What follows belongs to an exercise in optimizing a design on an open flow for small area, a short achievable clock period and few clock cycles per item; a production flow would make more cautious choices.
At most, simulation tests tie the RTL to the original design; equivalence was not proved.
Function not checked in runs 2 to 4: the RTL went through the layout flow alone.
Power and IR drop assume default switching activity.

==> design.v <==
package tconv_pkg;
  localparam int OMAP_W       = 14;
  localparam int OMAP_SEL_MSB = 13;
  localparam int OMAP_SEL_LSB = 10;
  localparam int OMAP_ADDR_W  = 9;
  localparam int OMAP_SEL_W   = OMAP_SEL_MSB - OMAP_SEL_LSB + 1;
  localparam int TGT_W = OMAP_SEL_W + OMAP_ADDR_W;
  localparam int ACC_PIPE_DEPTH = 6;
  typedef enum logic [1:0] {
    ST_IDLE  = 2'd0,
    ST_ISSUE = 2'd1,
    ST_DRAIN = 2'd2
  } sched_state_e;
  typedef struct packed {
    logic             valid;
    logic [TGT_W-1:0] tgt;
  } hist_entry_t;
endpackage
import tconv_pkg::*;
module hazard_window
#(
  parameter int DEPTH = ACC_PIPE_DEPTH
) (
  input  logic             clk,
  input  logic             rst_n,
  input  logic             push_valid,
  input  logic [TGT_W-1:0] push_tgt,
  input  logic [TGT_W-1:0] probe_tgt,
  output logic             hit,
  output logic             hit_young    
);
  localparam int SLOTS = DEPTH - 1;
  logic [SLOTS-1:0]            hist_v_q;
  logic [SLOTS-1:0][TGT_W-1:0] hist_t_q;
  logic [SLOTS-1:0]            match;
  always_ff @(posedge clk or negedge rst_n) begin
    if (!rst_n) hist_v_q <= '0;
    else        hist_v_q <= {hist_v_q[SLOTS-2:0], push_valid};
  end
  always_ff @(posedge clk) begin
    hist_t_q <= {hist_t_q[SLOTS-2:0], push_tgt};
  end
  always_comb begin
    for (int i = 0; i < SLOTS; i++) match[i] = hist_v_q[i] && (hist_t_q[i] == probe_tgt);
    hit       = |match;
    hit_young = |match[SLOTS-2:0];
  end
endmodule
import tconv_pkg::*;
module accum_drain_scheduler
#(
  parameter int DW        = 16,
  parameter int NUM_COLS  = 16,
  parameter int HAZ_DEPTH = ACC_PIPE_DEPTH
) (
  input  logic                       clk,
  input  logic                       rst_n,
  input  logic                       vec_valid,
  output logic                       vec_ready,
  input  logic [NUM_COLS*DW-1:0]     vec_flat,
  input  logic [NUM_COLS-1:0]        cmap,
  input  logic [NUM_COLS*OMAP_W-1:0] omap_flat,
  output logic [DW-1:0]              partial_out,
  output logic [3:0]                 col_id,
  output logic                       partial_valid,
  output logic [NUM_COLS-1:0]        cmap_out,
  output logic [NUM_COLS*OMAP_W-1:0] omap_out,
  output logic                       busy,
  output logic                       done,
  output logic [15:0]                stall_cnt
);
  localparam int NC = NUM_COLS;
  function automatic logic [TGT_W-1:0] tgt_of(input logic [OMAP_W-1:0] e);
    tgt_of = {e[OMAP_SEL_MSB:OMAP_SEL_LSB], e[OMAP_ADDR_W-1:0]};
  endfunction
  function automatic logic [NC-1:0] lowest(input logic [NC-1:0] m);
    logic [NC-1:0] r;
    logic          seen;
    r = '0;
    seen = 1'b0;
    for (int i = 0; i < NC; i++) begin
      r[i] = m[i] & ~seen;
      seen = seen | m[i];
    end
    lowest = r;
  endfunction
  function automatic logic [NC-1:0] pre(input logic [NC-1:0] m);
    logic [NC-1:0] r;
    logic          seen;
    seen = 1'b0;
    for (int i = 0; i < NC; i++) begin
      r[i] = seen;
      seen = seen | m[i];
    end
    pre = r;
  endfunction
  function automatic logic [3:0] enc(input logic [NC-1:0] oh);
    logic [3:0] r;
    r = '0;
    for (int i = 0; i < NC; i++) if (oh[i]) r = r | 4'(i);
    enc = r;
  endfunction
  logic [NC*DW-1:0]     vec_q;
  logic [NC-1:0]        cmap_q;
  logic [NC*OMAP_W-1:0] omap_q;
  logic [NC-1:0]        pend_q, pend_d;    
  logic [NC-1:0]        nx_q, nx_d;        
  logic [NC-1:0]        nx_ab_q, nx_ab_d;  
  logic                 p_any, p_any_d;    
  logic                 c_v_q, c_v_d;
  logic                 c_old_q, c_old_d;  
  logic [3:0]           c_col_q, c_col_d;
  logic [TGT_W-1:0]     c_tgt_q, c_tgt_d;
  logic                 ready_q, ready_d;
  logic                 busy_q, busy_d;
  logic                 zpend_q, zpend_d;
  logic [6:0]           tok_q, tok_d;
  logic                 done_q;
  logic [DW-1:0]        out_q;
  logic [3:0]           col_q;
  logic                 pv_q;
  logic [15:0]          stall_q;
  logic hit, hit_young, fire, accept;
  hazard_window #(
    .DEPTH (HAZ_DEPTH)
  ) u_hazard_window (
    .clk        (clk),
    .rst_n      (rst_n),
    .push_valid (fire),
    .push_tgt   (c_tgt_q),
    .probe_tgt  (c_tgt_q),
    .hit        (hit),
    .hit_young  (hit_young)
  );
  assign fire   = c_v_q & ~hit;
  assign accept = ready_q & vec_valid;
  logic [NC-1:0]    in_oh_q, in_nx;
  logic [TGT_W-1:0] in_tgt;
  logic             in_zero, in_rest;
  always_comb begin
    in_tgt = '0;
    for (int i = 0; i < NC; i++) begin
      in_tgt = in_tgt | ({TGT_W{in_oh_q[i]}} & tgt_of(omap_flat[i*OMAP_W +: OMAP_W]));
    end
    in_zero = (in_oh_q == '0);
    in_nx   = lowest(cmap & ~in_oh_q);
    in_rest = ((cmap & ~in_oh_q) != '0);
  end
  always_ff @(posedge clk) begin
    in_oh_q <= lowest(cmap);
  end
  logic [NC-1:0]    c_oh, n2, n2_ab, c_ab, p_rest, p_hi;
  logic [TGT_W-1:0] nx_tgt;
  logic [DW-1:0]    c_dat;
  logic             n2_any;
  always_comb begin
    for (int i = 0; i < NC; i++) c_oh[i] = (c_col_q == 4'(i));
    nx_tgt = '0;
    c_dat  = '0;
    for (int i = 0; i < NC; i++) begin
      nx_tgt = nx_tgt | ({TGT_W{nx_q[i]}} & tgt_of(omap_q[i*OMAP_W +: OMAP_W]));
      c_dat  = c_dat  | ({DW{c_oh[i]}} & vec_q[i*DW +: DW]);
    end
    n2_any = ((pend_q & ~nx_q) != '0);
    p_rest = pend_q & ~nx_q;
    p_hi   = p_rest & nx_ab_q;
    if (p_hi != '0) begin
      n2    = lowest(p_hi);
      n2_ab = pre(p_hi);
    end else begin
      n2    = lowest(p_rest);
      n2_ab = pre(p_rest);
    end
    for (int i = 0; i < NC; i++) c_ab[i] = (4'(i) > c_col_q);
  end
  logic c_free, take, last_fire, zins;
  always_comb begin
    c_free    = ~c_v_q | fire;
    take      = p_any & (fire | (c_v_q & ~c_old_q & hit_young));
    last_fire = fire & (c_old_q | ~p_any);
    c_v_d   = c_v_q;
    c_old_d = c_old_q;
    c_col_d = c_col_q;
    c_tgt_d = c_tgt_q;
    pend_d  = pend_q;
    nx_d    = nx_q;
    nx_ab_d = nx_ab_q;
    p_any_d = p_any;
    if (accept) begin
      if (!c_free) begin
        c_old_d = 1'b1;
        pend_d  = cmap;
        nx_d    = in_oh_q;
        nx_ab_d = pre(in_oh_q);
        p_any_d = ~in_zero;
      end else begin
        c_v_d   = ~in_zero;
        c_old_d = 1'b0;
        c_col_d = enc(in_oh_q);
        c_tgt_d = in_tgt;
        pend_d  = cmap & ~in_oh_q;
        nx_d    = in_nx;
        nx_ab_d = pre(cmap & ~in_oh_q);
        p_any_d = in_rest;
      end
    end else if (take) begin
      c_v_d   = 1'b1;
      c_old_d = 1'b0;
      c_col_d = enc(nx_q);
      c_tgt_d = nx_tgt;
      if (fire) begin
        pend_d  = pend_q & ~nx_q;
        nx_d    = n2;
        nx_ab_d = n2_ab;
        p_any_d = n2_any;
      end else begin
        pend_d = (pend_q & ~nx_q) | c_oh;
        nx_d    = n2_any ? n2 : c_oh;
        nx_ab_d = n2_any ? n2_ab : c_ab;
      end
    end else if (fire) begin
      c_v_d   = 1'b0;
      c_old_d = 1'b0;
    end
    zins    = (accept & in_zero & ~c_v_q) | (zpend_q & ~c_v_q);
    zpend_d = zpend_q ? c_v_q : (accept & in_zero & c_v_q);
    tok_d   = {tok_q[5:0], last_fire | zins};
    busy_d  = c_v_d | zpend_d | (tok_d != '0);
    ready_d = vec_valid & ~accept & ~zpend_d & (~p_any | (fire & ~n2_any));
  end
  always_ff @(posedge clk or negedge rst_n) begin
    if (!rst_n) begin
      cmap_q  <= '0;
      omap_q  <= '0;
    end else if (accept) begin
      cmap_q  <= cmap;
      omap_q  <= omap_flat;
    end
  end
  always_ff @(posedge clk) begin
    if (accept) vec_q <= vec_flat;
  end
  always_ff @(posedge clk or negedge rst_n) begin
    if (!rst_n) begin
      pend_q  <= '0;
      nx_q    <= '0;
      nx_ab_q <= '0;
      p_any   <= 1'b0;
      c_v_q   <= 1'b0;
      c_old_q <= 1'b0;
      ready_q <= 1'b0;
      busy_q  <= 1'b0;
      zpend_q <= 1'b0;
      tok_q   <= '0;
      done_q  <= 1'b0;
      pv_q    <= 1'b0;
      stall_q <= '0;
    end else begin
      pend_q  <= pend_d;
      nx_q    <= nx_d;
      nx_ab_q <= nx_ab_d;
      p_any   <= p_any_d;
      c_v_q   <= c_v_d;
      c_old_q <= c_old_d;
      ready_q <= ready_d;
      busy_q  <= busy_d;
      zpend_q <= zpend_d;
      tok_q   <= tok_d;
      done_q  <= tok_q[6];
      pv_q    <= fire;
      if (c_v_q && hit && (stall_q != 16'hFFFF)) stall_q <= stall_q + 16'd1;
    end
  end
  always_ff @(posedge clk) begin
    c_col_q <= c_col_d;
    c_tgt_q <= c_tgt_d;
    col_q   <= c_col_q;
    if (!c_old_q) out_q <= c_dat;
  end
  assign vec_ready     = ready_q;
  assign busy          = busy_q;
  assign partial_out   = out_q;
  assign col_id        = col_q;
  assign partial_valid = pv_q;
  assign done          = done_q;
  assign stall_cnt     = stall_q;
  assign cmap_out      = cmap_q;
  assign omap_out      = omap_q;
endmodule
==> flow/run.sh <==
#!/bin/bash
# Standard layout, but the port buffers are the platform's smallest buffer instead of the
# delay buffer buffer_ports picks by default; repair still resizes any that need it.
set -euo pipefail
cd "$(dirname "$0")/.."
bash standard.sh BUFFER_PORTS_ARGS="-buffer_cell sky130_fd_sc_hd__buf_1" finish > run_standard.log 2>&1
==> standard.sh <==
#!/bin/bash
# synth_recipe.tcl (not shown) runs the flow's synth.tcl, then flattens the netlist and writes it again
# the make line also repeats each setting of config.mk as NAME=value (left out here)
make -C /OpenROAD-flow-scripts/flow DESIGN_CONFIG=/design/flow/config.mk WORK_HOME=/design/flow/orfs CLKGATE_MAP_FILE= SYNTH_SCRIPT=/design/flow/synth_recipe.tcl "${@:-finish}"
==> config.mk <==
export PLATFORM = sky130hd
export DESIGN_NAME = accum_drain_scheduler
export DESIGN_NICKNAME = accum_drain_scheduler
export VERILOG_FILES = /design/flow/design.v
export SDC_FILE = /design/flow/constraint.sdc
export NUM_CORES = 4
export LEC_CHECK = 0
export CAP_MARGIN = 20
export CORE_MARGIN = 2
export CORE_UTILIZATION = 40
export SETUP_SLACK_MARGIN = 3.3
export SLEW_MARGIN = 20
export TNS_END_PERCENT = 5
==> constraint.sdc <==
create_clock -name core_clock -period 6.0 [get_ports {clk}]
set_input_delay 1.2000 -clock core_clock [delete_from_list [all_inputs] [get_ports {clk}]]
set_output_delay 1.2000 -clock core_clock [all_outputs]
set_load 0.01 [all_outputs]
==> results.toml, run 1 <==
[power_and_ir_drop]
p_per_area_nw_per_um2 = 375.6
finalPower_mw = 14.06
ir_drop_mv = 0.2692
power.leakage_nw = 15.00

[floorplan]
rows = 99
die_y_um = 275.4
coreArea_um2 = 72960
die_width_um = 275.4
start_util_pct = 40.38
die_area_um2 = 75840
num_io_pins = 779

[min_path]
hold_path_depth = 0
min_path_type = "register to register"
holdCritStartpoint = "tok_q[6]"
worstHoldEndpoint = "done_q"

[clocking]
clk_latency_ps = 660
cts_max_level = 3
tritoncts = "yes"
numCtsBuffers = 78
clockBufferDepth = 3
holdBufCountCts = 0
clock-root-buffer = "clkbuf_16"
clock-sinks = 696
cts.clk_slew.worst_paths_ps = 60

[timing]
hold-worst-slack_ps = 347.3
rsz0062_at_grt = "true"
drv_slew = 0
max-slew-margin-rel_pct = 22.35
clock_skew_ps = 53.79
max_clock_freq_mhz = 355.2
final-setup-viol-count = 0
finalCritPeriodShare_pct = 46.92
tightest_slew_ps = 1165
hold_violations = 0
tns_ps = 0
min_period_ps = 2815

[setup_path]
cp-end-kind = "register"
startpoint_type = "register"
r2r-end = "nx_ab_q[15]"
r2r-start = "in_oh_q[3]"
cp.required_ps = 6520
r2r_cells = 9
rrSetupSlack_ps = 3180
criticalPathCategory = "register to register"
crit_arrival_ps = 3330
cp_max_fo = 19

[finish]
nets = 3979
nFillCells = 6805
multi_input_area_um2 = 10980
fin_area_um2 = 37440
syn2layout_area_growth_pct = 27.10
drive_gt1_share_pct = 10.33
fin_cells = 4528
regArea_um2 = 18440

[logic_synthesis]
synth_cell_types = 80
synth_top_area_share_pct = 29.46
syn_nets = 3195
synthArstFlopShare_pct = 46.26
synthFlopType = "dfrtp_1"
syn_inst = 2695
synth_seq_cells = 696
synth_area_per_cell_um2 = 10.93
yosys_warnings = 2
synth-edff-count = 289
yosys.area.top_type = "edfxtp_1"
synthTopCellsByArea = "edfxtp_1, dfrtp_1, nand2_1, dfxtp_1, a22oi_1"
synth-seq-area-share_pct = 62.58
netlist_area_um2 = 29460

[grt]
grt_pass1_vias = 25750
grt_max_degree = 192
overflow = 0
antenna_found_initial = 40
grt_pass1_wl_um = 188400
grt_usage_pct = 35.07

[detailed_routing]
post_drt_wl_per_cell_um = 30.63
drc_errors = 0
drt_wl_total_um = 138700
dr.pass1.iters = 7
vias_per_cell = 6.022
via_count = 27266
drt-initial-drc-count = 3597
antenna_left = 0

[placement]
dpl.cell_count = 4301
placed_area_um2 = 33360
place.gp.congestion = 0.9938
post-dp-hpwl_um = 97530
portBuffers = 778

[status]
status = "complete, no violations"

[job]
cap_violations = 0
## repair_timing
| action | 4_1_cts | 5_1_grt |
|---|---|---|
| buffers inserted | 39 | 8 |
| setup endpoints to repair | 378 | 107 |
| gates resized for setup | 70 | 58 |
| pin swaps | 13 | 29 |
| gates cloned | 6 | 4 |
## critical path, stage by stage, from the launching register on
cell and delay, ps:
dfxtp_1 300, buf_4 380, nand2b_1 210, o2111ai_1 260, nand4b_1 380, a21oi_2 240
nand4_1 280, o31ai_1 360, a211oi_1 90, a22o_1 190
## where the power goes
| group | internal [mW] | total, mW | switching, mW |
|---|---|---|---|
| clock network | 2.99 | 5.11 | 2.12 |
| registers | 5.52 | 5.98 | 0.457 |
| logic | 0.978 | 2.98 | 2.00 |
| total | 9.49 | 14.1 | 4.58 |
## kinds of logic after synthesis
kind of cell	count (synthesis)	share of synthesized area, %
AOI/OAI and AO/OA	547	14.33
and+or+nand+nor	1153	17.22
DFF	696	62.58
adders and majority gates	1	0.04246
buffers and inverters	209	3.054
xor gates and xnor gates	79	2.400
muxes	10	0.3737
## cell usage after synthesis, types with 7 or more instances
cell type and count:
a211oi_1 11, a2111oi_0 26, a221oi_1 88, a22o_1 85
xnor2_1 73, clkbuf_1 141, inv_1 19, a21oi_1 42
nor3b_1 8, or4_1 9, o22ai_1 15, nor3_1 24
buf_2 19, o31ai_1 11, nand3_1 71, dfxtp_1 85
buf_1 11, o21ai_1 7, a31oi_1 24, nand4_1 57
o21ai_0 37, buf_4 12, a222oi_1 27, nand2_1 799
a22oi_1 128, nor4_1 18, edfxtp_1 289, nor2_1 73
and3_1 12, dfrtp_1 322, nand2b_1 12, nor2b_1 27
## cell usage in the layout, fill, tap and decap left out, types with 13 or more instances in the layout
master     count
a21oi_1       38
buf_1        775
clkinv_2      13
nor2_1        59
xnor2_2       36
a222oi_1      27
buf_6         14
nand4_1       57
a2111oi_0     25
diode_2       27
a22oi_1      128
clkbuf_16     82
nor4_1        14
o21ai_0       35
xnor2_1       29
edfxtp_1     289
a22o_1        85
nand2_1      794
nor3_1        17
dfxtp_1       85
a221oi_1      88
dfrtp_1      321
buf_4         83
nor2b_1       25
a31oi_1       24
inv_1         18
clkbuf_1      15
nand3_1       70
## layout make-up
cell class	count	share of cell area (%)
Timing Repair inverter	2	0.04678
Tap cell	959	3.205
Antenna cell	27	0.1804
Multi-Input combinational cell	1798	29.33
Inverter	19	0.2339
Clock buffer	102	5.814
Sequential cell	696	49.25
Timing Repair Buffer	884	10.40
Clock inverter	41	1.540
## state kept, by name (all words and copies together) (netlist names)
signal and cells:
tok_q 7, u_hazard_window.hist_t_q 65, p_any 1, c_v_q 1, nx_q 16, c_col_q 4
zpend_q 1, vec_q 256, in_oh_q 16, busy_q 1, col_q 4, stall_q 16
nx_ab_q 15, cmap_q 16, c_tgt_q 13, done_q 1, out_q 16, pend_q 16
u_hazard_window.hist_v_q 5, c_old_q 1, omap_q 224, ready_q 1
## stage by stage
step / setup slack [ps] / utilization [%]
after floorplan: 3137 / -
after global placement: 2047 / 45.73
after detailed placement: 1973 / 45.73
after CTS: 3208 / 50.60
after global routing: 3137 / 51.31
final: 3185 / 51.32
## routing by layer
layer | global-route usage [%] | routed length (um) | up-vias | share of wire [%]
met2 | 55.54 | 63990 | 1949 | 46
met3 | 10.21 | 15520 | 542 | 11
met1 | 42.59 | 49490 | 13255 | 36
met4 | 20.68 | 9533 | 28 | 6.9
li1 | - | - | 11492 | -
met5 | 0 | 186 | - | 0.13
## worst max-delay path by stage
stage,start,to,cells after the start
6_report,in_oh_q[3],nx_ab_q[15],9
5_1_grt,c_tgt_q[9],nx_ab_q[3],13
4_1_cts,c_tgt_q[8],busy_q,11
3_5_place_dp,vec_valid,busy_q,8
3_3_place_gp,vec_valid,busy_q,8
2_1_floorplan,cmap[3],in_oh_q[15],6
Testbench counts, summed over its fixed seeds: cycles 76,207, items 3,200.
==> inputs of run 2 (changes only) <==
--- a/design.v
+++ b/design.v
@@ -186,22 +186,26 @@
     nx_d    = nx_q;
     nx_ab_d = nx_ab_q;
     p_any_d = p_any;
-    if (accept) begin
+    if (ready_q) begin
       if (!c_free) begin
-        c_old_d = 1'b1;
-        pend_d  = cmap;
-        nx_d    = in_oh_q;
-        nx_ab_d = pre(in_oh_q);
-        p_any_d = ~in_zero;
+        c_old_d = accept | c_old_q;
+        if (accept) begin
+          pend_d  = cmap;
+          nx_d    = in_oh_q;
+          nx_ab_d = pre(in_oh_q);
+          p_any_d = ~in_zero;
+        end
       end else begin
-        c_v_d   = ~in_zero;
+        c_v_d   = accept & ~in_zero;
         c_old_d = 1'b0;
         c_col_d = enc(in_oh_q);
         c_tgt_d = in_tgt;
-        pend_d  = cmap & ~in_oh_q;
-        nx_d    = in_nx;
-        nx_ab_d = pre(cmap & ~in_oh_q);
-        p_any_d = in_rest;
+        if (accept) begin
+          pend_d  = cmap & ~in_oh_q;
+          nx_d    = in_nx;
+          nx_ab_d = pre(cmap & ~in_oh_q);
+          p_any_d = in_rest;
+        end
       end
     end else if (take) begin
       c_v_d   = 1'b1;
@@ -238,7 +242,7 @@
     end
   end
   always_ff @(posedge clk) begin
-    if (accept) vec_q <= vec_flat;
+    if (ready_q) vec_q <= vec_flat;
   end
   always_ff @(posedge clk or negedge rst_n) begin
     if (!rst_n) begin
--- a/config.mk
+++ b/config.mk
@@ -5,9 +5,9 @@
 export SDC_FILE = /design/flow/constraint.sdc
 export NUM_CORES = 4
 export LEC_CHECK = 0
+export ABC_CLOCK_PERIOD_IN_PS = 2500
 export CAP_MARGIN = 20
 export CORE_MARGIN = 2
 export CORE_UTILIZATION = 40
-export SETUP_SLACK_MARGIN = 3.3
+export SETUP_SLACK_MARGIN = 3.5
 export SLEW_MARGIN = 20
-export TNS_END_PERCENT = 5
==> run 2 against run 1 <==
Global-route usage down 0.76 points. First-iteration DRC count decreased by 0.36%. Sequential share of layout area is 2.4 points lower. Cell area grew 5.3%. Power up 51%. Fmax is 2.1% lower. Worst hold slack got worse by 2.9 ps. Routed wire length decreased by 1.6%. Clock skew rose by 5.6 ps. Critical path depth up 3. Highest routed layer unchanged.
==> results.toml, run 2 <==
[status]
status = "complete, no violations"

[power_and_ir_drop]
power_frac_clock_pct = 24.7
intPower_mw = 12.81
seqPwrFrac_pct = 38.9
ir_drop_mv = 0.3350
switchingPower_mw = 8.369
comb_power_share_pct = 36.4
netSwitchingFraction_pct = 39.51
p_per_area_nw_per_um2 = 537.1
power.leakage_nw = 16.01

[setup_path]
startpoint_type = "register"
r2r_cells = 12
cp-end-kind = "register"
criticalPathCategory = "register to register"
r2r-start = "c_tgt_q[2]"
cp_max_fo = 13
crit_arrival_ps = 3470
cp-startpoint = "c_tgt_q[2]"
cp.required_ps = 6590

[timing]
clock_skew_ps = 59.44
tns_ps = 0
finalCritPeriodShare_pct = 47.94
drv_slew = 0
hold_violations = 0
max_clock_freq_mhz = 347.6
min_period_ps = 2877
max-slew-margin-rel_pct = 26.36
tightest_slew_ps = 1098
rsz0062_at_grt = "true"
final-setup-viol-count = 0

[grt]
grt_pass1_vias = 26288
use_met3_pct = 9.235
grt_usage_pct = 34.30
grt_pass1_wl_um = 185700
overflow = 0
antenna_found_initial = 26
grt_max_degree = 193
grt_util_met2_pct = 53.08
grtUsageMet1_pct = 43.77
top_usage_layer = "met2"

[logic_synthesis]
synth_most_common_cell = "nand2_1"
synth_cell_types = 70
synthArstFlopShare_pct = 46.26
syn_nets = 3199
synthTopCellsByArea = "edfxtp_1, dfrtp_1, nand2_1, dfxtp_1, a22oi_1"
synth_top_area_share_pct = 29.57
ys_top_cells_by_count = "nand2_1, dfrtp_1, edfxtp_1"
synth_area_per_cell_um2 = 10.87
synth-edff-count = 289
yosys.area.top_type = "edfxtp_1"
yosys_warnings = 2
synthFlopType = "dfrtp_1"
netlist_area_um2 = 29350
synth-seq-area-share_pct = 62.82
synth_seq_cells = 696
syn_inst = 2699

[floorplan]
rows = 99
start_util_pct = 40.30
die_area_um2 = 75560
coreArea_um2 = 72830
die_y_um = 274.9
num_io_pins = 779
die_width_um = 274.9

[placement]
portBuffers = 778
placed_area_um2 = 33390
place.gp.congestion = 0.9615
post-dp-hpwl_um = 91100

[min_path]
holdCritStartpoint = "u_hazard_window.hist_t_q[25]"
min_path_type = "register to register"
hold_path_depth = 0

[finish]
nets = 4089
regMostFlops = "vec_q"
syn2layout_area_growth_pct = 34.38
mostFrequentLayoutCells = "nand2_1, buf_1, dfrtp_1"
nFillCells = 6428
largest_register_ffs = 256
fin_area_um2 = 39440
drive_gt1_share_pct = 16.74
reg_top3 = "vec_q: 256 flops, omap_q: 224 flops, u_hazard_window.hist_t_q: 65 flops"
final_common_cell = "nand2_1"

[clocking]
cts.clk_slew.worst_paths_ps = 70
clock-root-buffer = "clkbuf_16"
cts_max_level = 3
tritoncts = "yes"
clk_latency_ps = 650
clock-sinks = 696
numCtsBuffers = 78
holdBufCountCts = 0
clockBufferDepth = 3

[job]
cap_violations = 0

[detailed_routing]
post_drt_wl_per_cell_um = 29.45
drt-initial-drc-count = 3584
dr.pass1.iters = 11
via_count = 27750
drc_errors = 0
vias_per_cell = 5.984
antenna_left = 0
drt_wl_total_um = 136500
==> run 2: final timing paths <==
check | slack [ps] | endpoint
setup reg to reg | 3120 | nx_q[1]
hold reg to reg | 340 | u_hazard_window.hist_t_q[38]
max in group asynchronous | 3970 | omap_q[17]
setup / recovery | 3120 | nx_q[1]
min in group asynchronous | 670 | omap_q[205]
hold / removal | 340 | u_hazard_window.hist_t_q[38]
==> run 2: cell families (layout without fill, tap and decap cells) <==
kind of cell	count (synthesis)	in the layout	share of synthesized area, %
buffers and inverters	210	1157	2.809
and+or+nand+nor	1181	1189	17.61
AOI/OAI and AO/OA	525	526	14.12
muxes	7	7	0.2473
DFF	696	696	62.82
xor gates and xnor gates	79	79	2.357
other	0	23	0
adders and majority gates	1	1	0.04262
==> run 2: critical path: stages (launching register included) <==
cell and delay, ps:
edfxtp_1 410, buf_4 150, buf_4 140, xnor2_4 140, nand4_1 120, nor4_2 60, nor4_4 420, buf_4 200
a21boi_4 60, buf_12 150, buf_4 150, o311ai_1 600, a22o_1 220
==> run 2: power by group through the flow <==
stage,clock network [mW],logic [mW],registers [mW]
after floorplan,0,3.13,8.31
after global routing,5.50,8.20,8.36
after CTS,5.29,7.24,8.15
after global placement,0,6.11,8.31
after detailed placement,0,6.14,8.32
final,5.24,7.71,8.23
==> run 2: area by class of cell <==
class / instances / area (um2) / area share, %
clock inverters: 53 / 769.5 / 1.951
repair buffers: 988 / 5305 / 13.45
clock buffers: 93 / 2048 / 5.193
flip-flops and latches: 696 / 18480 / 46.86
well taps: 959 / 1200 / 3.042
multi-input cells: 1802 / 11490 / 29.12
inverters: 23 / 93.84 / 0.2379
diodes: 23 / 57.56 / 0.1459
==> run 2: through the flow <==
stage | util [%] | hold slack [ps] | std cells | power (mW) | setup slack [ps]
floorplan | - | 331.2 | 2699 | 11.44 | 2427
global placement | 45.84 | 335.8 | 4313 | 14.42 | 2232
detailed placement | 45.85 | 341.0 | 4313 | 14.46 | 2206
CTS | 52.73 | 352.4 | 4569 | 20.68 | 3198
global route | 54.14 | 360.6 | 4633 | 22.06 | 3061
finish | 54.15 | 344.4 | 4637 | 21.18 | 3123
==> run 2: timing repair <==
item,4_1_cts,5_1_grt
pin swaps,51,46
gates cloned,13,6
setup buffers,97,39
setup endpoints to repair,512,249
resized for setup,278,141
==> run 2: layer usage <==
layer,vias to the layer above,part of all wire [%],routed length [um]
met1,13399,37,50540
met2,2112,45,61310
met3,560,11,15180
met4,12,6.9,9433
li1,11667,-,-
met5,-,0.059,80
==> inputs of run 3 (changes only) <==
==> config.mk (replaced) <==
export PLATFORM = sky130hd
export DESIGN_NAME = accum_drain_scheduler
export DESIGN_NICKNAME = accum_drain_scheduler
export VERILOG_FILES = /design/flow/design.v
export SDC_FILE = /design/flow/constraint.sdc
export NUM_CORES = 4
export LEC_CHECK = 0
export CAP_MARGIN = 20
export CORE_MARGIN = 2
export CORE_UTILIZATION = 55
export CTS_CLUSTER_DIAMETER = 80
export CTS_CLUSTER_SIZE = 20
export PLACE_DENSITY = 0.7
export SETUP_SLACK_MARGIN = 3.3
export SLEW_MARGIN = 20
export TNS_END_PERCENT = 5
==> run 3 against run 2 <==
Still clean on timing, DRC and antenna. Via count fell by 0.10%. Power down 13%. Synthesized cell count did not move. Area after synthesis did not move. Final cell count decreased by 9.4%. Clock power shrank 42%. Sequential share of layout area increased by 4.9 points. Non-clock buffer count is 93 lower. Die area shrank 27%. Setup slack got worse by 120 ps. Worst hold slack improved by 16 ps. Utilization is 14 points higher. Critical endpoint is now vec_q[224]. Largest cell class unchanged. Largest power group unchanged.
==> results.toml, run 3 <==
[status]
status = "complete, no violations"

[detailed_routing]
drc_errors = 0
antenna_left = 0
drt-initial-drc-count = 4178
wl_met3_um = 17220
wl_met1_um = 43280
post_drt_wl_per_cell_um = 30.76
maxUsedRoutingLayer = "met5"
via_count = 27721
vias_per_cell = 6.600
dr.pass1.iters = 9
wl_met2_um = 57140
drt_wl_total_um = 129200

[floorplan]
rows = 84
coreArea_um2 = 52660
die_y_um = 235.0
die_width_um = 235.0
start_util_pct = 55.74
num_io_pins = 779
die_area_um2 = 55230

[grt]
antenna_found_initial = 30
grt_pass1_wl_um = 181500
grt_usage_pct = 45.17
overflow = 0
grt_pass1_vias = 26788
grt_max_degree = 209

[power_and_ir_drop]
intPower_mw = 10.60
finalPower_mw = 18.33
seqPwrFrac_pct = 44.9
power.leakage_nw = 14.26
netSwitchingFraction_pct = 42.21
switchingPower_mw = 7.739
ir_drop_mv = 0.3751
p_per_area_nw_per_um2 = 514.1
comb_power_share_pct = 38.4
power_frac_clock_pct = 16.7

[logic_synthesis]
synth_cell_types = 70
synth_top_area_share_pct = 29.57
synthArstFlopShare_pct = 46.26
syn_inst = 2699
synth_compound_area_share_pct = 14.12
synth_adder_area_share_pct = 0.04263
synth-seq-area-share_pct = 62.82
synth_seq_cells = 696
synth_top_family_by_area = "simple AND/OR/NAND/NOR gates"
synth_area_per_cell_um2 = 10.87
synth_mux_area_share_pct = 0.2473
netlist_area_um2 = 29350
yosys_warnings = 2
synthFlopType = "dfrtp_1"
syn_nets = 3199
yosys.area.top_type = "edfxtp_1"
synth_most_common_cell = "nand2_1"
synth-simple-area-share_pct = 17.61
synth-edff-count = 289
ys_top_cells_by_count = "nand2_1, dfrtp_1, edfxtp_1"
synth-xor-area-share_pct = 2.358
synthTopCellsByArea = "edfxtp_1, dfrtp_1, nand2_1, dfxtp_1, a22oi_1"

[clocking]
clock-sinks = 696
cts.clk_slew.worst_paths_ps = 80
numCtsBuffers = 42
holdBufCountCts = 0
clockBufferDepth = 3
clk_latency_ps = 620
cts_max_level = 2
clock-root-buffer = "clkbuf_16"
tritoncts = "yes"

[setup_path]
cp.depth = 2
cp_max_fo = 200
startpoint_type = "register"
cp.required_ps = 6230
crit_arrival_ps = 3230
cp-end-kind = "register"
worst-path-buf-inv = 2
criticalPathCategory = "register to register"
critical_path.max_stage_delay_ps = 790
crit_chain = "buf_12 > buf_6"
r2r_cells = 2
slowest_stage = "buf_6"
path_delay_family = "buffers and inverters"

[timing]
drv_slew = 0
tns_ps = 0
finalCritPeriodShare_pct = 49.97
max_clock_freq_mhz = 333.6
tightest_slew_ps = 1299
clock_skew_ps = 24.08
min_period_ps = 2998
final-setup-viol-count = 0
rsz0062_at_grt = "true"
worst_slack_ps = 3002
hold_violations = 0
max-slew-margin-rel_pct = 13.39

[placement]
post-dp-hpwl_um = 89470
portBuffers = 778
pre_cts_slack_ps = 2379
place.gp.congestion = 1.031
placed_area_um2 = 33020

[finish]
fin_area_um2 = 35660
final_core_utilization_pct = 67.73
nets = 3956
syn2layout_area_growth_pct = 21.51
largest_register_ffs = 256
mostFrequentLayoutCells = "nand2_1, buf_1, dfrtp_1"
reg_top3 = "vec_q: 256 flops, omap_q: 224 flops, u_hazard_window.hist_t_q: 65 flops"
regMostFlops = "vec_q"
drive_gt1_share_pct = 8.627
final_common_cell = "nand2_1"

[min_path]
min_path_type = "register to register"
hold_path_depth = 0

[job]
cap_violations = 0
run 3: cell counts after synthesis:
No cell type changed its count.
run 3: final timing paths:
check | start | endpoint | slack [ps]
min in group asynchronous | rst_n | p_any | 700
worst max register to register | ready_q | vec_q[224] | 3000
worst min-delay path | tok_q[6] | done_q | 360
worst max-delay path | ready_q | vec_q[224] | 3000
max in group asynchronous | rst_n | omap_q[100] | 3990
worst min register to register | tok_q[6] | done_q | 360
run 3: cell families after synthesis:
group                    after synthesis
adder cells (fa/ha/maj)                1
buffers and inverters                210
multiplexers                           7
AND/OR/NAND/NOR                     1181
XOR/XNOR                              79
flip-flops                           696
AO/OA/AOI/OAI                        525
run 3: stage by stage:
stage | hold slack [ps] | instances
6_report | 360.5 | 4200
5_1_grt | 372.2 | 4195
4_1_cts | 362.1 | 4160
3_5_place_dp | 343.4 | 4037
3_3_place_gp | 338.8 | 4037
2_1_floorplan | 331.2 | 2699
run 3: power by group through the flow:
stage,Sequential [mW],Clock [mW],Combinational (mW)
after CTS,8.14,3.05,6.73
after global routing,8.35,3.22,7.40
after floorplan,8.31,0,3.13
after global placement,8.24,0,6.13
after detailed placement,8.32,0,6.21
final,8.23,3.05,7.05
run 3: layout make-up:
type / instances / area [um2]
Timing Repair Buffer: 895 / 4070
Clock buffer: 71 / 1212
Sequential cell: 696 / 18440
Inverter: 23 / 90.09
Fill cell: 4211 / 16990
Clock inverter: 6 / 56.30
Antenna cell: 23 / 57.56
Tap cell: 688 / 860.8
Multi-Input combinational cell: 1798 / 10870
run 3: layer usage:
layer / GRT usage, % / vias up
met1: 55.73 / 13401
li1: - / 11379
met3: 12.97 / 622
met2: 68.80 / 2307
met5: 0 / -
met4: 31.65 / 12
run 3: worst reg2reg max path: cells and delay by family (launching register included):
family	cells	cell delay, ps
buffers and inverters	2	1820
flip-flops	1	780
run 3: timing repair:
| action | CTS | global route |
|---|---|---|
| pin swaps | 20 | 17 |
| endpoints found under the setup margin | 396 | 294 |
| cloned | 5 | 2 |
| buffers inserted | 41 | 14 |
| gates resized for setup | 93 | 61 |
==> inputs of run 4 (changes only) <==
==> flow/run.sh (replaced) <==
#!/bin/bash
# Standard layout, except:
#  - the port buffers are the platform's smallest buffer instead of the delay buffer
#    buffer_ports picks by default; repair still resizes any that need it;
#  - clock tree synthesis adds no dummy loads.
set -euo pipefail
cd "$(dirname "$0")/.."
bash standard.sh \
  BUFFER_PORTS_ARGS="-buffer_cell sky130_fd_sc_hd__buf_1" \
  CTS_ARGS="-sink_clustering_enable -repair_clock_nets -dont_use_dummy_load -sink_clustering_size 20 -sink_clustering_max_diameter 80" \
  finish > run_standard.log 2>&1
--- a/config.mk
+++ b/config.mk
@@ -8,8 +8,6 @@
 export CAP_MARGIN = 20
 export CORE_MARGIN = 2
 export CORE_UTILIZATION = 55
-export CTS_CLUSTER_DIAMETER = 80
-export CTS_CLUSTER_SIZE = 20
 export PLACE_DENSITY = 0.7
 export SETUP_SLACK_MARGIN = 3.3
 export SLEW_MARGIN = 20
==> run 4 against run 3 <==
Clock skew is 13 ps higher. Clock-buffer cell count is 29 lower. Cell area hardly changed. Critical path type unchanged. Synthesized cell count stayed put. Routed wire length is 0.23% higher. Critical path depth is 7 higher. Area after synthesis stayed put.
==> results.toml, run 4 <==
[finish]
final_common_cell = "nand2_1"
largest_register_ffs = 256
drive_gt1_share_pct = 8.812
fin_area_um2 = 35690
reg_top3 = "vec_q: 256 flops, omap_q: 224 flops, u_hazard_window.hist_t_q: 65 flops"
nFillCells = 4164
syn2layout_area_growth_pct = 21.60
regMostFlops = "vec_q"
mostFrequentLayoutCells = "nand2_1, buf_1, dfrtp_1"
nets = 3963

[detailed_routing]
via_count = 27720
post_drt_wl_per_cell_um = 31.03
drc_errors = 0
drt_wl_total_um = 129500
drt-initial-drc-count = 4228
vias_per_cell = 6.644
antenna_left = 0
dr.pass1.iters = 9

[logic_synthesis]
netlist_area_um2 = 29350
synth_seq_cells = 696
yosys.area.top_type = "edfxtp_1"
synth-seq-area-share_pct = 62.82
syn_nets = 3199
synth_cell_types = 70
synthTopCellsByArea = "edfxtp_1, dfrtp_1, nand2_1, dfxtp_1, a22oi_1"
synthFlopType = "dfrtp_1"
syn_inst = 2699
synthArstFlopShare_pct = 46.26
yosys_warnings = 2
synth_area_per_cell_um2 = 10.87
ys_top_cells_by_count = "nand2_1, dfrtp_1, edfxtp_1"
synth-edff-count = 289
synth_most_common_cell = "nand2_1"
synth_top_area_share_pct = 29.57

[timing]
hold_violations = 0
tns_ps = 0
final-setup-viol-count = 0
worst_slack_ps = 3047
clock_skew_ps = 37.21
tightest_slew_ps = 1174
drv_slew = 0
rsz0062_at_grt = "true"
max-slew-margin-rel_pct = 21.61
min_period_ps = 2953
finalCritPeriodShare_pct = 49.22
max_clock_freq_mhz = 338.7
hold-worst-slack_ps = 360.7

[clocking]
numCtsBuffers = 42
clockBufferDepth = 3
cts.clk_slew.worst_paths_ps = 80
holdBufCountCts = 0
tritoncts = "yes"
clock-sinks = 696
cts_max_level = 2
clk_latency_ps = 600
clock-root-buffer = "clkbuf_16"

[placement]
place.gp.congestion = 1.031
portBuffers = 778
post-dp-hpwl_um = 89470
placed_area_um2 = 33020
pre_cts_slack_ps = 2379

[power_and_ir_drop]
power.leakage_nw = 14.32
ir_drop_mv = 0.3703
intPower_mw = 10.52
p_per_area_nw_per_um2 = 510.2
netSwitchingFraction_pct = 42.23
switchingPower_mw = 7.690
seqPwrFrac_pct = 45.3
power_frac_clock_pct = 15.4
finalPower_mw = 18.21
comb_power_share_pct = 39.3

[min_path]
min_path_type = "register to register"

[setup_path]
cp.required_ps = 6450
crit_chain = "buf_8 > nand3b_1 > nand4_1 > nor3_1 > and3_1 > nand3_1 > a221oi_1 > nor2_1 > a22o_1"
cp_max_fo = 16
crit_arrival_ps = 3400
cp-end-kind = "register"
critical_path.max_stage_delay_ps = 760
slowest_stage = "nor3_1"
criticalPathCategory = "register to register"
startpoint_type = "register"

[grt]
grt_pass1_wl_um = 182200
grt_usage_pct = 45.30
grt_pass1_vias = 26804
grt_max_degree = 209
antenna_found_initial = 32
overflow = 0

[floorplan]
die_y_um = 235.0
coreArea_um2 = 52660
die_width_um = 235.0
start_util_pct = 55.74
die_area_um2 = 55230
num_io_pins = 779
rows = 84

[job]
cap_violations = 0

[status]
status = "complete, no violations"
[run 4: cell families (layout without fill, tap and decap cells)]
group	after synthesis	count (layout)	share of synthesized area (%)
compound gates	525	526	14.12
xor+xnor	79	79	2.357
fa+ha+maj	1	1	0.04262
buf+inv	210	967	2.809
flops	696	696	62.82
mux	7	7	0.2473
other cells	0	23	0
simple gates	1181	1185	17.61
[run 4: through the flow]
stage          cells  utilization, %
6_report        4172           67.78
5_1_grt         4168           67.76
4_1_cts         4128           66.56
3_5_place_dp    4037           62.71
3_3_place_gp    4037           62.70
2_1_floorplan   2699               -
[run 4: worst max-delay path: cells and delay by family (launching register included)]
family	cells	cell delay (ps)
buf+inv	1	250
flops	1	390
compound gates	2	450
simple gates	6	1740
[run 4: what timing repair did]
item,in CTS,in global routing
setup endpoints to repair,396,282
pin swaps,17,34
resized for setup,96,72
setup buffers,43,16
gates cloned,6,4
[run 4: area by class of cell]
type                            count  area [um2]  area share (%)
Inverter                           23       90.09          0.2524
Antenna cell                       23       57.56          0.1613
Tap cell                          688       860.8           2.412
Timing Repair Buffer              902        4214           11.81
Clock buffer                       42        1051           2.945
Sequential cell                   696       18440           51.68
Multi-Input combinational cell   1798       10970           30.74
[run 4: path summary, 6_finish.rpt]
path                       slack (ps)     endpoint  depth (start not counted)      from
hold reg to reg                   360       done_q                          0  tok_q[6]
setup / recovery                 3050  nx_ab_q[12]                          9   nx_q[4]
max in group asynchronous        4000  omap_q[216]                          2     rst_n
setup reg to reg                 3050  nx_ab_q[12]                          9   nx_q[4]
min in group asynchronous         710    cmap_q[0]                          1     rst_n
hold / removal                    360       done_q                          0  tok_q[6]
[run 4: metal layers]
| layer | global-route usage (%) | wire length (um) | up-vias |
|---|---|---|---|
| li1 | - | - | 11344 |
| met1 | 56.17 | 44290 | 13448 |
| met2 | 69.06 | 57040 | 2281 |
| met3 | 12.52 | 16220 | 635 |
| met4 | 31.72 | 11840 | 12 |
| met5 | 0 | 82 | - |
[run 4: power groups by stage]
stage | Clock [mW] | Combinational (mW) | Sequential (mW)
2_1_floorplan | 0 | 3.13 | 8.31
3_3_place_gp | 0 | 6.13 | 8.24
3_5_place_dp | 0 | 6.21 | 8.32
4_1_cts | 2.81 | 6.76 | 8.15
5_1_grt | 2.95 | 7.51 | 8.38
6_report | 2.80 | 7.15 | 8.26
==> inputs of run 5 (changes only) <==
--- a/design.v
+++ b/design.v
@@ -186,26 +186,22 @@
     nx_d    = nx_q;
     nx_ab_d = nx_ab_q;
     p_any_d = p_any;
-    if (ready_q) begin
+    if (accept) begin
       if (!c_free) begin
-        c_old_d = accept | c_old_q;
-        if (accept) begin
-          pend_d  = cmap;
-          nx_d    = in_oh_q;
-          nx_ab_d = pre(in_oh_q);
-          p_any_d = ~in_zero;
-        end
+        c_old_d = 1'b1;
+        pend_d  = cmap;
+        nx_d    = in_oh_q;
+        nx_ab_d = pre(in_oh_q);
+        p_any_d = ~in_zero;
       end else begin
-        c_v_d   = accept & ~in_zero;
+        c_v_d   = ~in_zero;
         c_old_d = 1'b0;
         c_col_d = enc(in_oh_q);
         c_tgt_d = in_tgt;
-        if (accept) begin
-          pend_d  = cmap & ~in_oh_q;
-          nx_d    = in_nx;
-          nx_ab_d = pre(cmap & ~in_oh_q);
-          p_any_d = in_rest;
-        end
+        pend_d  = cmap & ~in_oh_q;
+        nx_d    = in_nx;
+        nx_ab_d = pre(cmap & ~in_oh_q);
+        p_any_d = in_rest;
       end
     end else if (take) begin
       c_v_d   = 1'b1;
@@ -242,7 +238,7 @@
     end
   end
   always_ff @(posedge clk) begin
-    if (ready_q) vec_q <= vec_flat;
+    if (accept) vec_q <= vec_flat;
   end
   always_ff @(posedge clk or negedge rst_n) begin
     if (!rst_n) begin
--- a/config.mk
+++ b/config.mk
@@ -9,6 +9,6 @@
 export CORE_MARGIN = 2
 export CORE_UTILIZATION = 55
 export PLACE_DENSITY = 0.7
-export SETUP_SLACK_MARGIN = 3.3
+export SETUP_SLACK_MARGIN = 3.5
 export SLEW_MARGIN = 20
 export TNS_END_PERCENT = 5
==> run 5 against run 4 <==
Critical path depth decreased by 4. Die area increased by 0.37%. Flip-flop and latch count unchanged.
==> results.toml, run 5 <==
[finish]
fin_area_um2 = 36240
syn2layout_area_growth_pct = 23.01
fin_cells = 4181
final_common_cell = "nand2_1"
largest_register_ffs = 256
mostFrequentLayoutCells = "nand2_1, buf_1, dfrtp_1"
drive_gt1_share_pct = 10.41
nets = 3978
regMostFlops = "vec_q"
reg_top3 = "vec_q: 256 flops, omap_q: 224 flops, u_hazard_window.hist_t_q: 65 flops"
final_core_utilization_pct = 68.69

[clocking]
cts_max_level = 2
cts.clk_slew.worst_paths_ps = 90
clock-sinks = 696
holdBufCountCts = 0
clockBufferDepth = 3
clock-root-buffer = "clkbuf_16"
clk_latency_ps = 600
numCtsBuffers = 42
tritoncts = "yes"

[setup_path]
r2r_cells = 5
crit_arrival_ps = 3100
r2r-end = "out_q[11]"
startpoint_type = "register"
cp.required_ps = 6290
r2r-start = "c_col_q[2]"
cp_max_fo = 14
cp-end-kind = "register"
criticalPathCategory = "register to register"
rrSetupSlack_ps = 3180

[detailed_routing]
post_drt_wl_per_cell_um = 32.02
vias_per_cell = 6.675
antenna_left = 0
dr.pass1.iters = 9
drt_wl_total_um = 133900
via_count = 27910
drc_errors = 0
drt-initial-drc-count = 4501

[logic_synthesis]
synth_top_area_share_pct = 29.46
synth_seq_cells = 696
syn_inst = 2695
netlist_area_um2 = 29460
yosys.area.top_type = "edfxtp_1"
synth_most_common_cell = "nand2_1"
ys_top_cells_by_count = "nand2_1, dfrtp_1, edfxtp_1"
synthArstFlopShare_pct = 46.26
synth-edff-count = 289
yosys_warnings = 2
synth_area_per_cell_um2 = 10.93
synthFlopType = "dfrtp_1"
synth-seq-area-share_pct = 62.58
synth_cell_types = 80
syn_nets = 3195
synthTopCellsByArea = "edfxtp_1, dfrtp_1, nand2_1, dfxtp_1, a22oi_1"

[min_path]
holdCritStartpoint = "tok_q[6]"
min_path_type = "register to register"
hold_path_depth = 0
worstHoldEndpoint = "done_q"

[timing]
clock_skew_ps = 33.61
finalCritPeriodShare_pct = 46.92
tns_ps = 0
hold_violations = 0
max_clock_freq_mhz = 355.2
drv_slew = 0
max-slew-margin-rel_pct = 29.23
rsz0062_at_grt = "true"
tightest_slew_ps = 1062
final-setup-viol-count = 0
worst_slack_ps = 3185
min_period_ps = 2815

[power_and_ir_drop]
power.leakage_nw = 14.55
netSwitchingFraction_pct = 34.43
p_per_area_nw_per_um2 = 329.5
comb_power_share_pct = 26.4
seqPwrFrac_pct = 50.1
ir_drop_mv = 0.2433
intPower_mw = 7.830
power_frac_clock_pct = 23.5
switchingPower_mw = 4.111

[floorplan]
num_io_pins = 779
die_y_um = 235.4
die_width_um = 235.4
start_util_pct = 55.84
die_area_um2 = 55430
coreArea_um2 = 52760
rows = 84

[placement]
place.gp.congestion = 1.028
portBuffers = 778
post-dp-hpwl_um = 94080
placed_area_um2 = 33000
pre_cts_slack_ps = 1941
dpl.cell_count = 4028

[grt]
antenna_found_initial = 26
grt_usage_pct = 47.04
grt_pass1_vias = 27163
overflow = 0
grt_max_degree = 192
grt_pass1_wl_um = 188000

[job]
cap_violations = 0

[status]
status = "complete, no violations"
==> run 5: changes by cell type after synthesis, sizes merged, moves of 8 or more <==
cell,change
nand2b,-23
clkbuf,-14
o21ai,+11
a221o,-12
a2111oi,+10
o22ai,+13
a221oi,-8
buf,+17
nand3,+11
nand3b,-10
nand2,-10
a22oi,+8
==> run 5: what timing repair did <==
item                                    CTS  global route
resized for setup                       134            92
cloned                                   16             3
endpoints found under the setup margin  567           215
pin swaps                                34            36
buffers inserted                         55            20
==> run 5: kinds of logic after synthesis <==
| family | Yosys count | share of synthesized area [%] |
|---|---|---|
| AO/OA/AOI/OAI | 547 | 14.33 |
| adder cells (fa/ha/maj) | 1 | 0.04246 |
| AND/OR/NAND/NOR | 1153 | 17.22 |
| buffers and inverters | 209 | 3.054 |
| flip-flops | 696 | 62.58 |
| multiplexers | 10 | 0.3737 |
| XOR/XNOR | 79 | 2.400 |
==> run 5: power by group through the flow <==
stage / Combinational, mW / Clock, mW / Sequential (mW)
floorplan: 1.38 / 0 / 6.00
global placement: 2.58 / 0 / 6.05
detailed placement: 2.61 / 0 / 6.07
CTS: 2.93 / 2.80 / 5.94
global route: 3.28 / 2.95 / 6.01
finish: 3.15 / 2.81 / 5.98
==> run 5: final cells by class <==
class / count / area [um2]
inverters: 19 / 87.58
multi-input cells: 1801 / 11410
clock buffers: 42 / 1051
repair inverters: 2 / 17.52
flip-flops and latches: 696 / 18440
well taps: 688 / 860.8
fillers: 4019 / 16520
diodes: 17 / 42.54
repair buffers: 916 / 4335
==> run 5: routing by layer <==
layer	share of wire, %	GRT usage (%)
met5	0.087	0
met1	34	57.41
met2	45	72.19
met3	13	14.43
met4	8.3	32.02
==> run 5: worst max-delay path: stages (launching register included) <==
cell      delay (ps)
edfxtp_1         690
nand2b_1         540
nor2_2           200
buf_4            270
a221oi_1         540
nand4_1          240
==> run 5: how the worst max path moves through the flow <==
stage          startpoint          end
2_1_floorplan     cmap[3]  in_oh_q[15]
3_3_place_gp    vec_valid       busy_q
3_5_place_dp    vec_valid       busy_q
4_1_cts        c_col_q[1]    out_q[11]
5_1_grt           cmap[8]  nx_ab_q[15]
6_report       c_col_q[2]    out_q[11]
==> run 5: metrics by stage <==
stage	hold WS (ps)	power, mW
floorplan	331.2	7.376
global placement	337.8	8.628
detailed placement	337.8	8.677
CTS	360.8	11.67
global route	375.7	12.25
finish	355.9	11.94
Testbench counts of run 5, summed over its fixed seeds: cycles 76,207, items 3,200.
==> inputs of run 6 (changes only) <==
--- a/config.mk
+++ b/config.mk
@@ -9,6 +9,6 @@
 export CORE_MARGIN = 2
 export CORE_UTILIZATION = 55
 export PLACE_DENSITY = 0.7
-export SETUP_SLACK_MARGIN = 3.5
+export SETUP_SLACK_MARGIN = 3.0
 export SLEW_MARGIN = 20
 export TNS_END_PERCENT = 5
==> run 6 against run 5 <==
Synthesized cell count did not move. Critical path type unchanged. Clock power barely moved. Routed wire length fell by 1.7%. Via count fell by 2.1%. Worst hold slack improved by 1.6 ps. Flip-flop and latch count did not move. Sequential share of layout area rose by 2.4 points. Clock skew rose by 19 ps. Global-route usage fell by 0.80 points. Utilization fell by 3.1 points. Register-to-register slack got worse by 240 ps.
==> results.toml, run 6 <==
[setup_path]
rrSetupSlack_ps = 2940
cp_max_fo = 17
slowest_stage = "a221oi_1"
cp.required_ps = 6420
crit_top_cell = "and3_1"
r2r-start = "nx_q[1]"
criticalPathCategory = "register to register"
critical_path.max_stage_delay_ps = 440
startpoint_type = "register"
path_delay_family = "simple AND/OR/NAND/NOR gates"
crit_chain = "buf_4 > nand3b_1 > and3_1 > and3_1 > and3_4 > a211oi_1 > a221oi_1 > o22ai_1"
r2r_cells = 8
cp-end-kind = "register"
r2r-end = "nx_q[13]"
crit_arrival_ps = 3480
worst-path-buf-inv = 1

[detailed_routing]
via_count = 27315
drt_wl_total_um = 131600
antenna_left = 0
post_drt_wl_per_cell_um = 31.96
drt-initial-drc-count = 4173
drc_errors = 0
dr.pass1.iters = 8
vias_per_cell = 6.635

[logic_synthesis]
synth_seq_cells = 696
synthTopCellsByArea = "edfxtp_1, dfrtp_1, nand2_1, dfxtp_1, a22oi_1"
synth_area_per_cell_um2 = 10.93
synth-edff-count = 289
synth_cell_types = 80
synth-seq-area-share_pct = 62.58
yosys.area.top_type = "edfxtp_1"
synth_most_common_cell = "nand2_1"
syn_inst = 2695
synthFlopType = "dfrtp_1"
syn_nets = 3195
synth_top_area_share_pct = 29.46
netlist_area_um2 = 29460
ys_top_cells_by_count = "nand2_1, dfrtp_1, edfxtp_1"
yosys_warnings = 2
synthArstFlopShare_pct = 46.26

[timing]
max_clock_freq_mhz = 326.9
hold_violations = 0
tightest_slew_ps = 1082
drv_slew = 0
min_period_ps = 3059
clock_skew_ps = 52.58
max-slew-margin-rel_pct = 27.85
finalCritPeriodShare_pct = 50.99
rsz0062_at_grt = "true"
worst_slack_ps = 2941
final-setup-viol-count = 0
tns_ps = 0
hold-worst-slack_ps = 357.5

[min_path]
min_path_type = "register to register"
holdCritStartpoint = "tok_q[6]"
hold_path_depth = 0
worstHoldEndpoint = "done_q"

[status]
status = "complete, no violations"

[finish]
regMostFlops = "vec_q"
syn2layout_area_growth_pct = 17.37
final_common_cell = "nand2_1"
fin_area_um2 = 34580
largest_register_ffs = 256
fin_cells = 4117
drive_gt1_share_pct = 5.872
reg_top3 = "vec_q: 256 flops, omap_q: 224 flops, u_hazard_window.hist_t_q: 65 flops"
nets = 3908
mostFrequentLayoutCells = "nand2_1, buf_1, dfrtp_1"

[clocking]
numCtsBuffers = 42
cts_max_level = 2
holdBufCountCts = 0
clockBufferDepth = 3
tritoncts = "yes"
clock-sinks = 696
clock-root-buffer = "clkbuf_16"
cts.clk_slew.worst_paths_ps = 80
clk_latency_ps = 620

[placement]
pre_cts_slack_ps = 1816
place.gp.congestion = 1.028
placed_area_um2 = 32980
post-dp-hpwl_um = 94810
dpl.cell_count = 4029
portBuffers = 778

[job]
cap_violations = 0

[power_and_ir_drop]
power.leakage_nw = 13.77
comb_power_share_pct = 24.7
netSwitchingFraction_pct = 34.33
seqPwrFrac_pct = 51.3
intPower_mw = 7.658
power_frac_clock_pct = 24.1
switchingPower_mw = 4.003
ir_drop_mv = 0.3030
p_per_area_nw_per_um2 = 337.2

[floorplan]
num_io_pins = 779
rows = 84
coreArea_um2 = 52760
start_util_pct = 55.84
die_width_um = 235.4
die_y_um = 235.4
die_area_um2 = 55430

[grt]
grt_max_degree = 224
grt_pass1_wl_um = 184500
overflow = 0
antenna_found_initial = 27
grt_usage_pct = 46.24
grt_pass1_vias = 26552
==> run 6: logic make-up after synthesis <==
group / count (synthesis) / share of synthesized area, %
XOR/XNOR: 79 / 2.400
buffers and inverters: 209 / 3.054
flip-flops: 696 / 62.58
adder cells (fa/ha/maj): 1 / 0.04246
AND/OR/NAND/NOR: 1153 / 17.22
AO/OA/AOI/OAI: 547 / 14.33
multiplexers: 10 / 0.3737
==> run 6: worst max-delay path by stage <==
stage	startpoint	endpoint	slack, ps	cells past startpoint
floorplan	cmap[3]	in_oh_q[15]	2970	6
global placement	vec_valid	busy_q	1880	8
detailed placement	vec_valid	busy_q	1820	8
CTS	nx_q[1]	nx_q[2]	2890	9
global route	c_col_q[3]	out_q[11]	2910	7
finish	nx_q[1]	nx_q[13]	2940	8
==> run 6: power groups by stage <==
stage / Sequential, mW / Combinational (mW) / Clock, mW
6_report: 5.98 / 2.88 / 2.81
5_1_grt: 6.01 / 3.01 / 2.97
4_1_cts: 5.97 / 2.69 / 2.81
3_5_place_dp: 6.07 / 2.64 / 0
3_3_place_gp: 6.06 / 2.61 / 0
2_1_floorplan: 6.00 / 1.37 / 0
==> run 6: per-stage QoR <==
step	util (%)	total power [mW]
6_report	65.54	11.66
5_1_grt	65.50	11.99
4_1_cts	64.91	11.47
3_5_place_dp	62.51	8.710
3_3_place_gp	62.49	8.670
2_1_floorplan	-	7.372
==> run 6: area by class of cell <==
| type | instances | area, um2 |
|---|---|---|
| Antenna cell | 23 | 57.56 |
| Timing Repair inverter | 1 | 8.758 |
| Clock buffer | 42 | 1051 |
| Fill cell | 4302 | 18180 |
| Inverter | 19 | 97.59 |
| Multi-Input combinational cell | 1793 | 10470 |
| Timing Repair Buffer | 855 | 3592 |
| Sequential cell | 696 | 18440 |
| Tap cell | 688 | 860.8 |
==> run 6: timing repair <==
action                                  CTS  global route
pin swaps                                 4             3
buffers inserted                          9            10
endpoints found under the setup margin  469           184
gates resized for setup                  22            33
gates cloned                              3             1
==> run 6: routing by layer <==
metal / global-route usage (%) / up-vias / share of wire [%]
met1: 57.49 / 13194 / 34
met2: 70.04 / 2266 / 44
met3: 13.41 / 607 / 13
met4: 32.18 / 16 / 8.7
li1: - / 11232 / -
met5: 0 / - / 0.084
==> inputs of run 7 (changes only) <==
--- a/config.mk
+++ b/config.mk
@@ -9,6 +9,6 @@
 export CORE_MARGIN = 2
 export CORE_UTILIZATION = 55
 export PLACE_DENSITY = 0.7
-export SETUP_SLACK_MARGIN = 3.0
+export SETUP_SLACK_MARGIN = 3.3
 export SLEW_MARGIN = 20
 export TNS_END_PERCENT = 5
==> run 7 against run 6 <==
Power grew 0.12%. Clock skew down 14 ps. Largest cell class unchanged. Die area did not move.
==> results.toml, run 7 <==
[min_path]
min_path_type = "register to register"

[setup_path]
cp_max_fo = 14
startpoint_type = "register"
cp-end-kind = "register"
critical_path.max_stage_delay_ps = 880
path_delay_family = "simple AND/OR/NAND/NOR gates"
crit_arrival_ps = 3350
cp.required_ps = 6430
crit_chain = "nand2_1 > nor2_2 > buf_4 > a22o_1 > a221oi_1 > nand4_1"
worst-path-buf-inv = 1
slowest_stage = "edfxtp_1"
criticalPathCategory = "register to register"

[timing]
min_period_ps = 2921
rsz0062_at_grt = "true"
final-setup-viol-count = 0
finalCritPeriodShare_pct = 48.69
clock_skew_ps = 38.45
tightest_slew_ps = 1112
drv_slew = 0
hold_violations = 0
tns_ps = 0
max_clock_freq_mhz = 342.3
max-slew-margin-rel_pct = 25.87

[detailed_routing]
post_drt_wl_per_cell_um = 31.52
vias_per_cell = 6.613
drt-initial-drc-count = 4141
antenna_left = 0
via_count = 27358
dr.pass1.iters = 6
drt_wl_total_um = 130400
drc_errors = 0

[clocking]
cts.clk_slew.worst_paths_ps = 80
clock-sinks = 696
numCtsBuffers = 42
holdBufCountCts = 0
clock-root-buffer = "clkbuf_16"
tritoncts = "yes"
clockBufferDepth = 3
cts_max_level = 2
clk_latency_ps = 600

[logic_synthesis]
synthFlopType = "dfrtp_1"
ys_top_cells_by_count = "nand2_1, dfrtp_1, edfxtp_1"
synth_mux_area_share_pct = 0.3737
synth_adder_area_share_pct = 0.04247
synth_top_area_share_pct = 29.46
synth-seq-area-share_pct = 62.58
synth-xor-area-share_pct = 2.400
syn_inst = 2695
yosys_warnings = 2
netlist_area_um2 = 29460
synthArstFlopShare_pct = 46.26
yosys.area.top_type = "edfxtp_1"
synth_compound_area_share_pct = 14.33
synth_top_family_by_area = "simple AND/OR/NAND/NOR gates"
synth_area_per_cell_um2 = 10.93
synth_seq_cells = 696
synth_cell_types = 80
synth-simple-area-share_pct = 17.22
synth-edff-count = 289
synth_most_common_cell = "nand2_1"
syn_nets = 3195
synthTopCellsByArea = "edfxtp_1, dfrtp_1, nand2_1, dfxtp_1, a22oi_1"

[floorplan]
die_y_um = 235.4
die_width_um = 235.4
rows = 84
coreArea_um2 = 52760
start_util_pct = 55.84
die_area_um2 = 55430
num_io_pins = 779

[power_and_ir_drop]
p_per_area_nw_per_um2 = 333.9
finalPower_mw = 11.67
ir_drop_mv = 0.2405
power.leakage_nw = 13.98

[finish]
final_common_cell = "nand2_1"
nFillCells = 4204
syn2layout_area_growth_pct = 18.69
nets = 3935
drive_gt1_share_pct = 7.195
regMostFlops = "vec_q"
mostFrequentLayoutCells = "nand2_1, buf_1, dfrtp_1"
reg_top3 = "vec_q: 256 flops, omap_q: 224 flops, u_hazard_window.hist_t_q: 65 flops"
largest_register_ffs = 256

[grt]
grt_pass1_wl_um = 184200
antenna_found_initial = 24
grt_max_degree = 239
grt_usage_pct = 46.12
grt_pass1_vias = 26598
overflow = 0

[placement]
place.gp.congestion = 1.028
post-dp-hpwl_um = 94080
portBuffers = 778

[status]
status = "complete, no violations"

[job]
cap_violations = 0
==> run 7: cell counts after synthesis <==
No cell type changed its count.
==> run 7: cell families after synthesis <==
kind of cell	count (synthesis)
AND/OR/NAND/NOR	1153
flip-flops	696
AO/OA/AOI/OAI	547
buffers and inverters	209
XOR/XNOR	79
multiplexers	10
adder cells (fa/ha/maj)	1
==> run 7: final cells by class <==
cell class	instances	area, um2	share of cell area [%]
inverter	19	87.58	0.2505
clock buffer	42	1051	3.006
sequential	696	18440	52.73
multi-input combinational	1796	10660	30.49
timing repair buffer	878	3812	10.90
timing repair inverter	2	17.52	0.05009
antenna	16	40.04	0.1145
tap	688	860.8	2.462
==> run 7: report_power, final <==
group          switching [mW]  leakage (nW)  internal [mW]
clock network            1.55         0.518           1.25
registers               0.454          7.50           5.51
logic                    1.98          5.96          0.936
total                    3.98          14.0           7.69
==> run 7: worst register-to-register path, cell delays in order (launching register included) <==
cell      delay [ps]
edfxtp_1         880
nand2_1          540
nor2_2           550
buf_4            380
a22o_1           200
a221oi_1          60
nand4_1          160
==> run 7: path summary, 6_finish.rpt <==
path / to / cells past startpoint / slack, ps / startpoint
worst max-delay path: out_q[11] / 6 / 3080 / c_col_q[0]
worst min-delay path: done_q / 0 / 360 / tok_q[6]
worst max register to register: out_q[11] / 6 / 3080 / c_col_q[0]
worst min register to register: done_q / 0 / 360 / tok_q[6]
max in group asynchronous: omap_q[14] / 2 / 4060 / rst_n
min in group asynchronous: nx_q[4] / 1 / 710 / rst_n
==> run 7: per-layer routing <==
metal	global-route usage [%]	share of wire [%]	wire length, um	up-vias
met5	0	0.080	104	-
li1	-	-	-	11285
met3	13.39	13	16530	593
met1	56.69	34	44290	13181
met2	71.30	45	58850	2283
met4	30.52	8.1	10610	16
==> run 7: timing repair <==
action	4_1_cts	5_1_grt
endpoints found under the hold margin	0	0
gates resized for setup	57	22
cloned	8	0
pin swaps	12	9
setup buffers	37	6
setup endpoints to repair	530	104
==> run 7: metrics by stage <==
step / hold slack [ps] / setup WS [ps] / instances / area, um2 / util, %
global placement: 337.8 / 2052 / 4028 / 33000 / 62.55
finish: 357.9 / 3079 / 4137 / 34970 / 66.28
floorplan: 331.2 / 3137 / 2695 / 29540 / -
global route: 372.1 / 3089 / 4134 / 34960 / 66.26
CTS: 360.8 / 3205 / 4115 / 34750 / 65.86
detailed placement: 337.8 / 1941 / 4028 / 33000 / 62.55

-- what the ideal ports hide --
The results above use ideal ports. As a check the final layouts listed here were re-extracted and re-timed, cells and wires unchanged.
Step 1 assumes that a clkbuf_16 drives the clock port and a buf_2 every other input.
Step 2 also shifts input and output timing later by t, the mid clock arrival at the registers, as if the neighbouring blocks saw the same clock.
Slacks: ideal ports / drivers / drivers and shift; pairs: ideal ports / drivers.
run | t, ns | setup slack, ns | worst register clock-pin slew, ns | worst slew at a driven data input, ns | cell pins on the clock port's net
run 1 | 0.700 | 3.185 / 3.154 / 2.526 | 0.07 / 0.07 | 0.15 | 1
run 2 | 0.695 | 3.123 / 3.123 / 2.771 | 0.07 / 0.07 | 0.13 | 1
run 3 | 0.666 | 3.002 / 3.002 / 2.616 | 0.10 / 0.10 | 0.16 | 1
run 4 | 0.649 | 3.047 / 3.047 / 2.686 | 0.09 / 0.09 | 0.16 | 1
run 5 | 0.651 | 3.185 / 3.185 / 2.592 | 0.09 / 0.09 | 0.13 | 1
run 6 | 0.654 | 2.941 / 2.941 / 2.379 | 0.09 / 0.09 | 0.19 | 1
run 7 | 0.649 | 3.079 / 3.079 / 2.515 | 0.09 / 0.09 | 0.15 | 1
After both steps every run listed still meets setup and hold. For run 1, which loses most, drivers alone change the setup slack by -0.031 ns; drivers and shift together by -0.659 ns.
